Context: an optimization exercise on an open-source flow, tuned for small area and few clock cycles. The choices shown serve that exercise and are no tape-out recipe. At most, simulation tests tie the RTL to the original design; equivalence was not proved.

==> flow/design.v (excerpt) <==
module rgb_led_blink_breathe_driver
(
    input  logic       clk,
    input  logic       rst_n,
    input  logic       cmd_valid,
    output logic       cmd_ready,
    input  logic [1:0] cmd_func,
    input  logic [7:0] cmd_red,
    input  logic [7:0] cmd_green,
    input  logic [7:0] cmd_blue,
    input  logic        cfg_valid,
    output logic        cfg_ready,
    input  logic        cfg_addr,
    input  logic [15:0] cfg_data,
    output logic       led_valid,
    input  logic       led_ready,
    output logic [7:0] led_duty_red,
    output logic [7:0] led_duty_green,
    output logic [7:0] led_duty_blue
);
Settings: LEC_CHECK=0, ABC_AREA=1, CAP_MARGIN=20, CORE_MARGIN=2, CORE_UTILIZATION=50, SLEW_MARGIN=20; clock period 6.0 ns.
standard.sh (not shown) runs the stock make flow with config.mk's settings and CLKGATE_MAP_FILE= SYNTH_SCRIPT=/design/flow/synth_recipe.tcl, a recipe that flattens the netlist after the stock synthesis.
==> flow/flow/run.sh <==
#!/bin/bash
set -euo pipefail
WORK=$(pwd)
bash "$WORK/standard.sh" "BUFFER_PORTS_ARGS=-buffer_cell sky130_fd_sc_hd__buf_1" finish > "$WORK/orfs_make.log" 2>&1
test -s "$WORK/out/final.def"
Testbench counts at the start, summed over its fixed seeds: cycles 20,208.
Edit:
--- a/flow/config.mk
+++ b/flow/config.mk
@@ -9,4 +9,5 @@
 export CAP_MARGIN = 20
 export CORE_MARGIN = 2
-export CORE_UTILIZATION = 50
+export CORE_UTILIZATION = 40
+export GPL_TIMING_DRIVEN = 0
 export SLEW_MARGIN = 20
After rerunning: Setup slack gets worse by 0.056 ns. Routed wire length rose by 8.3%. Die area rises by 24%. Final cell count climbs by 5.2%. Cell area grows by 0.91%.
Edit:
--- a/flow/config.mk
+++ b/flow/config.mk
@@ -10,4 +10,3 @@
 export CORE_MARGIN = 2
 export CORE_UTILIZATION = 40
-export GPL_TIMING_DRIVEN = 0
 export SLEW_MARGIN = 20
Sequential share of layout area drops by 0.16 points.
Clock-buffer cell count drops by 1.
Via count drops by 0.51%.
Critical path depth drops by 1.
Routed wire length drops by 7.1%.
Synthesized area is unchanged.
Utilization climbs by 0.15 points.
Worst setup slack gains 0.095 ns.
Edit:
==> flow/flow/run.sh (replaced) <==
#!/bin/bash
set -euo pipefail
WORK=$(pwd)

# Synthesis script: synth_recipe.tcl with Yosys's abc command wrapped so that
# its -script argument names flow/area.abc.
{
  cat <<'TCL'
proc abc {args} {
  set i [lsearch -exact $args -script]
  if { $i >= 0 } {
    set args [lreplace $args [expr {$i + 1}] [expr {$i + 1}] $::env(OWN_ABC_SCRIPT)]
  }
  yosys abc {*}$args
}
TCL
  cat "$WORK/synth_recipe.tcl"
} > "$WORK/own_synth.tcl"
export OWN_ABC_SCRIPT="$WORK/flow/area.abc"

sed "s|SYNTH_SCRIPT=[^ ]*|SYNTH_SCRIPT=$WORK/own_synth.tcl|" "$WORK/standard.sh" > "$WORK/own_standard.sh"
grep -q "SYNTH_SCRIPT=$WORK/own_synth.tcl" "$WORK/own_standard.sh"

bash "$WORK/own_standard.sh" "BUFFER_PORTS_ARGS=-buffer_cell sky130_fd_sc_hd__buf_1" finish \
  > "$WORK/orfs_make.log" 2>&1
test -s "$WORK/out/final.def"
==> flow/flow/area.abc (new file) <==
strash
&get -n
&st
&dch -f
&nf -R 10
&put
topo
stime -c
buffer -c
upsize -c
dnsize -c
What happened:
- non-clock buffer count increases by 18
- setup slack got worse by 0.026 ns
- sequential share of layout area went up by 0.14 points

---

== alpha ==
rgb_led_blink_breathe_driver, a different RTL version from the one above (not shown whole).
Size in the first run: about 1400 cells after synthesis, about 110 flip-flops, ~75 I/O pins.
Settings: LEC_CHECK=0, CAP_MARGIN=20, CORE_MARGIN=2, CORE_UTILIZATION=40, SLEW_MARGIN=20; clock period 6.0 ns.
==> flow/flow/run.sh <==
#!/bin/bash
# Own layout flow: the standard layout (standard.sh's make command, same
# settings and targets), except that the synthesis's final ABC technology
# mapping runs flow/area.abc instead of ORFS's abc_speed/abc_area script.
# Registers, their names and cell types are those of the standard synthesis:
# the change is only in how ABC maps the combinational logic.
set -euo pipefail
WORK=$(pwd)

# Synthesis script: synth_recipe.tcl with Yosys's abc command wrapped so that
# its -script argument names flow/area.abc.
{
  cat <<'TCL'
proc abc {args} {
  set i [lsearch -exact $args -script]
  if { $i >= 0 } {
    set args [lreplace $args [expr {$i + 1}] [expr {$i + 1}] $::env(OWN_ABC_SCRIPT)]
  }
  yosys abc {*}$args
}
TCL
  cat "$WORK/synth_recipe.tcl"
} > "$WORK/own_synth.tcl"
export OWN_ABC_SCRIPT="$WORK/flow/area.abc"

# standard.sh with the synthesis script swapped
sed "s|SYNTH_SCRIPT=[^ ]*|SYNTH_SCRIPT=$WORK/own_synth.tcl|" "$WORK/standard.sh" > "$WORK/own_standard.sh"
grep -q "SYNTH_SCRIPT=$WORK/own_synth.tcl" "$WORK/own_standard.sh"

bash "$WORK/own_standard.sh" finish > "$WORK/orfs_make.log" 2>&1
test -s "$WORK/out/final.def"
==> flow/flow/area.abc <==
strash
ifraig
scorr
dc2
dretime
strash
&get -n
&dch -f
&nf
&put
Finished, but not clean: alpha, with negative setup slack.
diff inputs: alpha => beta
- ABC_AREA newly set to 1
==> flow/run.sh (new file) <==
#!/bin/bash
# synth_recipe.tcl (not shown) runs the flow's synth.tcl, then flattens the netlist and writes it again
# the make line also repeats each setting of config.mk as NAME=value (left out here)
make -C /OpenROAD-flow-scripts/flow DESIGN_CONFIG=/design/flow/config.mk WORK_HOME=/design/flow/orfs CLKGATE_MAP_FILE= SYNTH_SCRIPT=/design/flow/synth_recipe.tcl finish
removed: flow/flow/run.sh
removed: flow/flow/area.abc
removed: flow/standard.sh
## What came out
- Cell area | beta vs alpha | beta smaller
- alpha -> beta: final cell count without fillers increased by more than 10%
- The largest fanout on the critical path reported for beta is smaller than that of alpha by 2.
- beta vs. alpha: floorplan core area higher, number of rows in the core area rose by 2, achievable frequency up 8.0%.
- beta: number of cells on the critical path is 10 lower than what alpha reported.
- No crash in alpha: every stage finished, but the layout fails its final checks due to negative setup slack.
- beta: all stages complete, timing, DRC and antenna checks passed
- beta vs alpha: half-perimeter wire length after placement up by a few percent
No functional check of the RTL was part of any run of this note.

---

rgb_led_blink_breathe_driver, a different RTL version from the one above (not shown whole).
Size in the first run: about 110 flip-flops, about 75 I/O pins, ~15000 sq um of cells after synthesis.
clock: 6.0 ns
lec_check: 0
abc_area: 1
cap_margin: 20
core_margin: 2
core_utilization: 40
slew_margin: 20
==> flow/flow/run.sh <==
#!/bin/bash
set -euo pipefail
WORK=$(pwd)
bash "$WORK/standard.sh" "BUFFER_PORTS_ARGS=-buffer_cell sky130_fd_sc_hd__buf_1" finish > "$WORK/orfs_make.log" 2>&1
test -s "$WORK/out/final.def"
The starting point completed with no timing, DRC or antenna violations.
Testbench counts at the start, summed over its fixed seeds: cycles 20,208.
Edit:
==> flow/run.sh (new file) <==
#!/bin/bash
# synth_recipe.tcl (not shown) runs the flow's synth.tcl, then flattens the netlist and writes it again
# the make line also repeats each setting of config.mk as NAME=value (left out here)
make -C /OpenROAD-flow-scripts/flow DESIGN_CONFIG=/design/flow/config.mk WORK_HOME=/design/flow/orfs CLKGATE_MAP_FILE= SYNTH_SCRIPT=/design/flow/synth_recipe.tcl finish
Settings changed: ABC_AREA 1 to unset, SYNTH_HIERARCHICAL set to 1.
removed: flow/flow/run.sh
removed: flow/standard.sh
Die area came out higher by a few percent; cell area came out higher by roughly a tenth; first-iteration DRC count fell by well over a third.
Edit:
==> flow/flow/run.sh (new file) <==
#!/bin/bash
# Own layout flow: the standard layout (standard.sh's make command, same
# settings and targets), except that the synthesis's final ABC technology
# mapping runs flow/area.abc instead of ORFS's abc_speed/abc_area script.
# Registers, their names and cell types are those of the standard synthesis:
# the change is only in how ABC maps the combinational logic.
set -euo pipefail
WORK=$(pwd)

# Synthesis script: synth_recipe.tcl with Yosys's abc command wrapped so that
# its -script argument names flow/area.abc.
{
  cat <<'TCL'
proc abc {args} {
  set i [lsearch -exact $args -script]
  if { $i >= 0 } {
    set args [lreplace $args [expr {$i + 1}] [expr {$i + 1}] $::env(OWN_ABC_SCRIPT)]
  }
  yosys abc {*}$args
}
TCL
  cat "$WORK/synth_recipe.tcl"
} > "$WORK/own_synth.tcl"
export OWN_ABC_SCRIPT="$WORK/flow/area.abc"

# standard.sh with the synthesis script swapped
sed "s|SYNTH_SCRIPT=[^ ]*|SYNTH_SCRIPT=$WORK/own_synth.tcl|" "$WORK/standard.sh" > "$WORK/own_standard.sh"
grep -q "SYNTH_SCRIPT=$WORK/own_synth.tcl" "$WORK/own_standard.sh"

bash "$WORK/own_standard.sh" finish > "$WORK/orfs_make.log" 2>&1
test -s "$WORK/out/final.def"
==> flow/flow/area.abc (new file) <==
strash
ifraig
scorr
dc2
dretime
strash
&get -n
&dch -f
&nf
&put
==> flow/standard.sh (new file) <==
#!/bin/bash
# synth_recipe.tcl (not shown) runs the flow's synth.tcl, then flattens the netlist and writes it again
# the make line also repeats each setting of config.mk as NAME=value (left out here)
make -C /OpenROAD-flow-scripts/flow DESIGN_CONFIG=/design/flow/config.mk WORK_HOME=/design/flow/orfs CLKGATE_MAP_FILE= SYNTH_SCRIPT=/design/flow/synth_recipe.tcl "${@:-finish}"
Settings changed: SYNTH_HIERARCHICAL 1 to unset.
removed: flow/run.sh
Result: Now the flow completed and failed the layout checks on negative setup slack; core utilization grows by 6.7 points; worst setup slack gets worse by 0.74 ns; final area decreases by about 6%; final cell count shrinks by about 7%; die area decreases by about 16%.

---

== trial 23 ==
Another version of the RTL of rgb_led_blink_breathe_driver (not shown whole).
Size in the first run: about 110 flip-flops, ~75 I/O pins, about 13,000 um2 of cells after synthesis.
==> flow/config.mk <==
export PLATFORM = sky130hd
export DESIGN_NAME = rgb_led_blink_breathe_driver
export DESIGN_NICKNAME = rgb_led_blink_breathe_driver
export VERILOG_FILES = /design/flow/design.v
export SDC_FILE = /design/flow/constraint.sdc
export NUM_CORES = 4
export LEC_CHECK = 0
export ABC_AREA = 1
export CAP_MARGIN = 20
export CORE_MARGIN = 2
export CORE_UTILIZATION = 40
export SLEW_MARGIN = 20
==> flow/constraint.sdc <==
create_clock -name core_clock -period 6.0 [get_ports {clk}]
set_input_delay 1.2000 -clock core_clock [delete_from_list [all_inputs] [get_ports {clk}]]
set_output_delay 1.2000 -clock core_clock [all_outputs]
set_load 0.01 [all_outputs]
==> flow/flow/run.sh <==
#!/bin/bash
set -euo pipefail
WORK=$(pwd)

# Synthesis script: synth_recipe.tcl with Yosys's abc command wrapped so that
# its -script argument names flow/area.abc.
{
  cat <<'TCL'
proc abc {args} {
  set i [lsearch -exact $args -script]
  if { $i >= 0 } {
    set args [lreplace $args [expr {$i + 1}] [expr {$i + 1}] $::env(OWN_ABC_SCRIPT)]
  }
  yosys abc {*}$args
}
TCL
  cat "$WORK/synth_recipe.tcl"
} > "$WORK/own_synth.tcl"
export OWN_ABC_SCRIPT="$WORK/flow/area.abc"

sed "s|SYNTH_SCRIPT=[^ ]*|SYNTH_SCRIPT=$WORK/own_synth.tcl|" "$WORK/standard.sh" > "$WORK/own_standard.sh"
grep -q "SYNTH_SCRIPT=$WORK/own_synth.tcl" "$WORK/own_standard.sh"

bash "$WORK/own_standard.sh" "BUFFER_PORTS_ARGS=-buffer_cell sky130_fd_sc_hd__buf_1" finish \
  > "$WORK/orfs_make.log" 2>&1
test -s "$WORK/out/final.def"
==> flow/flow/area.abc <==
strash
&get -n
&st
&dch -f
&nf -R 10
&put
topo
stime -c
buffer -c
upsize -c
dnsize -c
[inputs] trial 87 vs trial 23
==> flow/flow/run.sh <==
#!/bin/bash
set -euo pipefail
WORK=$(pwd)
bash "$WORK/standard.sh" "BUFFER_PORTS_ARGS=-buffer_cell sky130_fd_sc_hd__buf_1" finish > "$WORK/orfs_make.log" 2>&1
test -s "$WORK/out/final.def"
removed: flow/flow/area.abc
--- outcome ---
Taking trial 23 as the reference, in trial 87 residual DRC count was more or less identical; non-filler instance count after layout went up by 222. Diff trial 87 and trial 23: post-synthesis compound-gate area fraction higher in trial 23. The setup slack in trial 87 was lower than what trial 23 gave. Diff trial 23 -> trial 87: count of antenna diodes in the layout went down by 3, maximum clock insertion buffer count was more or less identical, met1 track demand over resource in global routing went down by 3.9 points, cell count after synthesis went up by about 14%.
No functional check of the RTL was part of any run of this note.

-- afterwards: timing with drivers on the ports --
No port has a modelled driver above. Below, the same layouts with a new extraction and two added sets of constraints.
Step 1 (the two cells are an assumption about what drives the block):
set clk [get_ports {clk}]
set_driving_cell -lib_cell sky130_fd_sc_hd__clkbuf_16 $clk
set_driving_cell -lib_cell sky130_fd_sc_hd__buf_2 [delete_from_list [all_inputs] $clk]
Step 2, shift: input delay + t, output delay - t, t = (earliest + latest rising clock arrival at the registers) / 2. This alone moves slack from input paths to output paths.
Slacks: ideal ports / drivers / drivers and shift; pairs: ideal ports / drivers.
run	t (ns)	setup slack, ns	worst setup path at the end	clock arrival spread, ns	slew at the worst register clock pin (ns)
the first run of note 1	0.470	0.260 / 0.260 / 0.260	register to register	0.020 / 0.020	0.07 / 0.07
the second run of note 1	0.488	0.204 / 0.204 / 0.204	register to register	0.027 / 0.027	0.08 / 0.08
the third run of note 1	0.483	0.299 / 0.299 / 0.299	register to register	0.019 / 0.019	0.07 / 0.07
the fourth run of note 1	0.482	0.273 / 0.273 / 0.273	register to register	0.016 / 0.016	0.07 / 0.07
alpha	0.496	-0.086 / -0.082 / -0.579	input to register	0.012 / 0.013	0.06 / 0.06
beta	0.477	0.364 / 0.364 / -0.067	input to register	0.012 / 0.012	0.06 / 0.06
the first run of note 3	0.423	0.420 / 0.420 / 0.420	register to register	0.016 / 0.016	0.09 / 0.09
the second run of note 3	0.424	0.225 / 0.225 / 0.225	register to register	0.012 / 0.012	0.09 / 0.09
the third run of note 3	0.415	-0.517 / -0.517 / -0.517	register to register	0.010 / 0.011	0.09 / 0.09
trial 23	0.476	0.305 / 0.305 / 0.305	register to register	0.015 / 0.015	0.06 / 0.06
trial 87	0.480	0.270 / 0.270 / 0.270	register to register	0.018 / 0.018	0.07 / 0.07
Met with ideal ports but missed after step 2: setup timing in beta. For alpha, which loses most, drivers alone change the setup slack by +0.004 ns; drivers and shift together by -0.493 ns.
